From an optimization exercise on the open Yosys and OpenROAD flow, aimed at small area; shortcuts taken in it are not production practice.
For this run, only the layout was checked, not whether the RTL still works.
Power and IR drop assume default switching activity.

--- run.sh ---
#!/bin/bash
# synth_recipe.tcl (not shown) runs the flow's synth.tcl, then flattens the netlist and writes it again
# the make line also repeats each setting of config.mk as NAME=value (left out here)
make -C /OpenROAD-flow-scripts/flow DESIGN_CONFIG=/design/flow/config.mk WORK_HOME=/design/flow/orfs CLKGATE_MAP_FILE= SYNTH_SCRIPT=/design/flow/synth_recipe.tcl finish
--- config.mk ---
export PLATFORM = sky130hd
export DESIGN_NAME = fpu_lite
export DESIGN_NICKNAME = fpu_lite
export VERILOG_FILES = /design/flow/design.v
export SDC_FILE = /design/flow/constraint.sdc
export NUM_CORES = 4
export LEC_CHECK = 0
export CAP_MARGIN = 20
export CORE_MARGIN = 2
export CORE_UTILIZATION = 60
export SLEW_MARGIN = 20
export SYNTH_HIERARCHICAL = 1
export SYNTH_MINIMUM_KEEP_SIZE = 0
--- constraint.sdc ---
create_clock -name core_clock -period 4.5 [get_ports {clk_i}]
set_input_delay 0.9000 -clock core_clock [delete_from_list [all_inputs] [get_ports {clk_i}]]
set_output_delay 0.9000 -clock core_clock [all_outputs]
set_load 0.01 [all_outputs]
--- design.v ---
`timescale 1ns/10ps
module fpu_lite (
  input  logic        clk_i,
  input  logic        reset_i,
  input  logic        issue_valid_i,
  output logic        issue_ready_o,
  input  logic [31:0] issue_instr_i,
  input  logic [31:0] issue_int_op_i,
  output logic        issue_accept_o,
  output logic        result_valid_o,
  input  logic        result_ready_i,
  output logic [31:0] result_data_o,
  output logic [4:0]  result_rd_o,
  output logic        result_we_o
);
  logic p_q;
  always_ff @(posedge clk_i) p_q <= ~(p_q | reset_i);
  logic [4:0] rd, rs1, rs2;
  logic [2:0] f3;
  logic [4:0] f7hi;
  assign rd   = issue_instr_i[11:7];
  assign f3   = issue_instr_i[14:12];
  assign rs1  = issue_instr_i[19:15];
  assign rs2  = issue_instr_i[24:20];
  assign f7hi = issue_instr_i[31:27];
  logic base_ok, dec_sgnj, dec_mvxw, dec_mvwx;
  assign base_ok  = (issue_instr_i[6:0] == 7'b1010011) && (issue_instr_i[26:25] == 2'b00);
  assign dec_sgnj = (f7hi == 5'b00100) && (f3[2] == 1'b0) && (f3[1:0] != 2'b11);
  assign dec_mvxw = (f7hi == 5'b11100) && (f3 == 3'b000) && (rs2 == 5'b0);
  assign dec_mvwx = (f7hi == 5'b11110) && (f3 == 3'b000) && (rs2 == 5'b0);
  assign issue_accept_o = base_ok && (dec_sgnj || dec_mvxw || dec_mvwx);
  logic is_wx, is_xw, is_sgnj;
  assign is_wx   = issue_instr_i[28];
  assign is_xw   = issue_instr_i[31] & ~issue_instr_i[28];
  assign is_sgnj = ~issue_instr_i[31];
  logic       ex_valid_q, ex_xw_q;
  logic [4:0] ex_rd_q;
  logic       res_valid_q, res_xw_q;
  logic [4:0] res_rd_q;
  logic       wr_q;               
  logic advance, fire, fire_fp;
  assign advance = ~res_valid_q | result_ready_i;
  assign fire    = issue_valid_i & issue_accept_o & advance;
  assign fire_fp = fire & ~is_xw;
  assign issue_ready_o = advance;
  always_ff @(posedge clk_i) begin
    if (reset_i) begin
      ex_valid_q    <= 1'b0;
      res_valid_q   <= 1'b0;
    end else if (advance) begin
      ex_valid_q    <= issue_valid_i & issue_accept_o;
      res_valid_q   <= ex_valid_q;
    end
  end
  always_ff @(posedge clk_i) begin
    if (advance) begin
      ex_xw_q  <= is_xw;
      ex_rd_q  <= rd;
      res_xw_q <= ex_xw_q;
      res_rd_q <= ex_rd_q;
    end
  end
  always_ff @(posedge clk_i) begin
    wr_q <= fire_fp & ~reset_i;
  end
  logic [31:0][31:0] rf_q;
  logic [31:0]       row_sel, row_nsel;
  logic [31:0]       col;
  logic [31:0]       ex_q;
  logic [3:0] pa_lo;
  logic [7:0] pa_hi;
  for (genvar i = 0; i < 4; i++) begin : gen_pre_lo
    assign pa_lo[i] = reset_i | (wr_q & (ex_rd_q[1:0] == i));
  end
  for (genvar i = 0; i < 8; i++) begin : gen_pre_hi
    assign pa_hi[i] = reset_i | (ex_rd_q[4:2] == i);
  end
  for (genvar k = 0; k < 32; k++) begin : gen_row
    assign row_sel[k]  = pa_lo[k % 4] & pa_hi[k / 4];
    assign row_nsel[k] = ~row_sel[k];
  end
  assign col = ex_q | {32{reset_i}};
  logic [31:0][31:0] rf_d;
  for (genvar k = 0; k < 32; k++) begin : gen_rf_row
    for (genvar j = 0; j < 32; j++) begin : gen_rf_bit
      fpu_lite_oai22 i_cell (.a0(row_nsel[k]), .a1(col[j]), .b0(rf_q[k][j]), .b1(row_sel[k]), .y(rf_d[k][j]));
    end
  end
  always_ff @(posedge clk_i) rf_q <= rf_d;
  logic fwd1, fwd2, en1;
  assign fwd1 = wr_q & (ex_rd_q == rs1);
  assign fwd2 = wr_q & (ex_rd_q == rs2);
  assign en1  = ~fwd1 & ~is_wx;
  logic [31:0] sel1;
  for (genvar k = 0; k < 32; k++) begin : gen_sel1
    assign sel1[k] = en1 & (rs1 == k);
  end
  logic fsel1;
  assign fsel1 = fwd1 & ~is_wx;
  logic [31:0] ip;
  assign ip = issue_int_op_i ^ {32{p_q}};
  logic [31:0] raw1;
  for (genvar j = 0; j < 32; j++) begin : gen_rd_bit
    logic [11:0] g;
    logic [2:0]  n;
    for (genvar m = 0; m < 10; m++) begin : gen_g
      fpu_lite_aoi222 i_g (.a0(sel1[3*m]), .b0(rf_q[3*m][j]), .a1(sel1[3*m+1]), .b1(rf_q[3*m+1][j]),
                           .a2(sel1[3*m+2]), .b2(rf_q[3*m+2][j]), .y(g[m]));
    end
    fpu_lite_aoi22 i_g10 (.a0(sel1[30]), .b0(rf_q[30][j]), .a1(sel1[31]), .b1(rf_q[31][j]), .y(g[10]));
    fpu_lite_aoi22 i_g11 (.a0(fsel1), .b0(ex_q[j]), .a1(is_wx), .b1(ip[j]), .y(g[11]));
    fpu_lite_nand4 i_n0 (.a(g[0]), .b(g[1]), .c(g[2]),  .d(g[3]),  .y(n[0]));
    fpu_lite_nand4 i_n1 (.a(g[4]), .b(g[5]), .c(g[6]),  .d(g[7]),  .y(n[1]));
    fpu_lite_nand4 i_n2 (.a(g[8]), .b(g[9]), .c(g[10]), .d(g[11]), .y(n[2]));
    fpu_lite_or3   i_o  (.a(n[0]), .b(n[1]), .c(n[2]), .y(raw1[j]));
  end
  logic [31:0] sgn_col;
  always_comb begin
    for (int k = 0; k < 32; k++) sgn_col[k] = rf_q[k][31];
  end
  logic raw2;
  assign raw2 = fwd2 ? ex_q[31] : sgn_col[rs2];
  logic [31:0] cl;
  assign cl[30:0] = raw1[30:0];
  assign cl[31]   = is_sgnj ? (f3[1] ? (raw1[31] ^ raw2 ^ p_q) : (raw2 ^ f3[0])) : raw1[31];
  logic hold, load;
  assign hold = res_valid_q & ~result_ready_i;
  assign load = ~hold;
  logic [31:0] res_q, ex_d, res_d;
  for (genvar j = 0; j < 32; j++) begin : gen_pipe_bit
    fpu_lite_oai22 i_ex  (.a0(hold), .a1(cl[j]),   .b0(ex_q[j]),  .b1(load), .y(ex_d[j]));
    fpu_lite_oai22 i_res (.a0(hold), .a1(ex_q[j]), .b0(res_q[j]), .b1(load), .y(res_d[j]));
  end
  always_ff @(posedge clk_i) begin
    ex_q  <= ex_d;
    res_q <= res_d;
  end
  assign result_valid_o = res_valid_q;
  assign result_data_o  = res_q ^ {32{p_q}};
  assign result_rd_o    = res_rd_q;
  assign result_we_o    = res_xw_q;
endmodule
module fpu_lite_oai22 (input logic a0, a1, b0, b1, output logic y);
  assign y = ~((a0 | a1) & (b0 | b1));
endmodule
module fpu_lite_aoi222 (input logic a0, b0, a1, b1, a2, b2, output logic y);
  assign y = ~((a0 & b0) | (a1 & b1) | (a2 & b2));
endmodule
module fpu_lite_aoi22 (input logic a0, b0, a1, b1, output logic y);
  assign y = ~((a0 & b0) | (a1 & b1));
endmodule
module fpu_lite_nand4 (input logic a, b, c, d, output logic y);
  assign y = ~(a & b & c & d);
endmodule
module fpu_lite_or3 (input logic a, b, c, output logic y);
  assign y = a | b | c;
endmodule
==> reports/results.ini <==
[yosys]
netlist-cell-type-count = 41
synth_async_sr_flop_share = 0
yosys_warnings = 7
syn_avg_cell_area_um2 = 11.8
synth_edf_count = 12
synth_area_um2 = 35900
ys_seq_elements = 1104
synthCells = 3039
syn-num-nets = 3107
ys.flop_type = dfxtp_1
ys_seq_area_frac = 0.619

[run_status]
status = timing/DRC/antenna clean

[final_layout]
drive_above_1_share = 0.131
final_common_cell = dfxtp_1
design_area_um2 = 42700
final_cell_count_no_fill = 4247
mostFrequentLayoutCells = dfxtp_1 (1091), o22ai_1 (1088), a222oi_1 (320), buf_4 (140)
nNetsFinal = 3452
final_util = 0.722
syn_to_final_growth_pct = 18.9

[cts]
postCtsHoldBufs = 0
ctsResizeCount = 0
clockBufferDepth = 3
root_buffer = clkbuf_16
clk_latency_ps = 690
cts_tree = built
post_cts_buffers = 0
path_clk_slew_ps = 60
clock_sinks = 1104
cts_htree_levels = 3
cts_buffers = 105

[sta]
hold_viol = 0
fin_crit_ps = 4380
setup_tns_ps = 0
rsz0062_at_grt = no
min_period_over_period = 0.973
skew_ps = 24.5
whs_ps = 434
fmax_mhz = 228
max-slew-margin-rel = 0.219
finalMaxSlewViolations = 0
tightest_slew_ps = 1170
finalSetupViolations = 0

[floorplanning]
dieArea_um2 = 61800
initial_core_util = 0.607
ioPinCount = 109
rows = 89
die_y_um = 249
core-area_um2 = 59100
die_x_um = 249

[detailed_routing]
routed_wl_mm = 145
drt_first_pass_iters = 28
drc = 0
via_per_inst = 8.05
ant_nets = 0
vias = 34200
drt-initial-drc-count = 6001
wire_per_inst_um = 34.1

[critical_path]
critPathArrivalTime_ps = 4970
worst_setup_path_start_kind = flop
critPathKind = flop to flop
crit_required_ps = 5090
worst-path-max-fanout = 9
end_kind = flop

[global_routing]
overflow = 0
grt_pass1_vias = 33000
grt_max_degree = 78
grt_usage = 0.450
antenna_found_initial = 9
grt_pass1_wl_mm = 211

[min_path]
hp-class = flop to flop

[place]
dp_cells = 4050
hpwl_mm = 85.4
gp_congestion = 0.968
dpl_cell_area_um2 = 39300
port_buffers = 108

[power_and_ir_drop]
power.density_nw_per_um2 = 585
vdd_drop_max_v = 0.000441
p_leak_nw = 15.8

[run]
cap_violations = 0

[per-module statistics from Yosys (local to each module, per instance)]
module	copies in the design	cells inside	flip-flops and latches	area, um^2
fpu_lite_nand4	96	1	0	6.26
fpu_lite_aoi22	64	1	0	12.5
fpu_lite_or3	32	1	0	6.26
fpu_lite_oai22	1088	1	0	6.26
fpu_lite_aoi222	320	1	0	10.0
fpu_lite	1	1439	1104	24300
[cells in the mapped netlist (16+ instances only)]
master | n | area share
a22oi_2 | 64 | 0.022
nand4_1 | 96 | 0.017
a222oi_1 | 320 | 0.089
clkbuf_1 | 16 | 0.0017
xor2_1 | 72 | 0.018
inv_1 | 33 | 0.0035
dfxtp_1 | 1092 | 0.61
o22ai_1 | 1088 | 0.19
or3_1 | 33 | 0.0058
nand2_1 | 46 | 0.0048
nor2_1 | 43 | 0.0045
or2_2 | 29 | 0.0051
mux2i_1 | 16 | 0.0045
[registers in the layout (all words and copies together) (netlist names)]
signal,flops
p_q,1
ex_rd_q,5
res_xw_q,1
ex_q,32
res_rd_q,5
res_q,32
res_valid_q,1
ex_xw_q,1
ex_valid_q,1
rf_q,1024
wr_q,1
[worst max-delay path, stage by stage, from the launching register on]
cell      delay (ps)
edfxtp_1         790
xor2_1           230
nor4_1           100
and3_1           210
nor3b_1          920
nand2_1          380
nor2_2           530
a222oi_1         210
nand4_1          150
or3_1            170
nor4b_1           70
or3_1            360
o22ai_1          160
[metal layers]
metal / up-vias / routed length [um] / part of all wire / global-route usage
met4: 2 / 9980 / 0.069 / 0.273
met3: 673 / 22900 / 0.16 / 0.157
met5: - / 12 / 0.000083 / 0
met1: 16500 / 51300 / 0.35 / 0.574
met2: 3061 / 60600 / 0.42 / 0.657
li1: 13900 / - / - / -
[logic make-up (layout without fill, tap and decap cells)]
kind of cell | Yosys count | after routing | synth area share
mux | 20 | 20 | 0.00666
buf+inv | 59 | 488 | 0.00697
simple gates | 296 | 296 | 0.0453
xor+xnor | 76 | 76 | 0.0185
other cells | 0 | 6 | 0
compound gates | 1484 | 1484 | 0.304
flops | 1104 | 1104 | 0.619
[through the flow]
| stage | setup WS [ps] | power [mW] |
|---|---|---|
| finish | 121 | 25.0 |
| global route | 229 | 25.6 |
| floorplan | 184 | 14.6 |
| detailed placement | -171 | 16.2 |
| global placement | -184 | 15.9 |
| CTS | 468 | 24.7 |
[report_power, final]
part | total, mW | leakage (nW) | switching [mW] | internal, mW
Sequential | 13.0 | 9.33 | 1.27 | 11.8
Combinational | 3.21 | 4.81 | 1.96 | 1.26
Clock | 8.71 | 1.69 | 3.79 | 4.92
[cell type report]
cell class / count / area, um^2
Inverter: 34 / 128
Timing Repair Buffer: 263 / 2420
Multi-Input combinational cell: 1876 / 13500
Tap cell: 773 / 967
Fill cell: 4141 / 16400
Clock buffer: 159 / 3100
Sequential cell: 1104 / 22200
Clock inverter: 32 / 297
Antenna cell: 6 / 15.0
[worst paths after layout]
kind | from | endpoint | slack, ps | cells past startpoint
setup / recovery | ex_rd_q[2] | ex_q[31] | 120 | 12
setup reg to reg | ex_rd_q[2] | ex_q[31] | 120 | 12
hold / removal | rf_q[128] | rf_q[128] | 430 | 1
hold reg to reg | rf_q[128] | rf_q[128] | 430 | 1

separate check: timing with driven ports:
In the flow no input, the clock included, has a driving cell. The finished layout below was timed again as built, in two steps. Step 1, drivers: a clkbuf_16 drives clk_i and a buf_2 each remaining input, both assumed. Step 2 moves the port delays by t, midway between the first and last clock arrival at a register: inputs arrive t later, outputs are due t later. That takes back most of the time a late clock gives input paths. a / b / c = ideal ports / drivers / drivers and shift; a / b = the first two.
t, ns: 0.742
slack for setup (ns): 0.121 / 0.121 / -0.492
latest minus earliest clock arrival (ns): 0.026 / 0.026
With both steps, setup timing fails in this run, where it was met with ideal ports. The setup slack of this run moves by 0.000 ns with the drivers and by -0.613 ns with both steps.
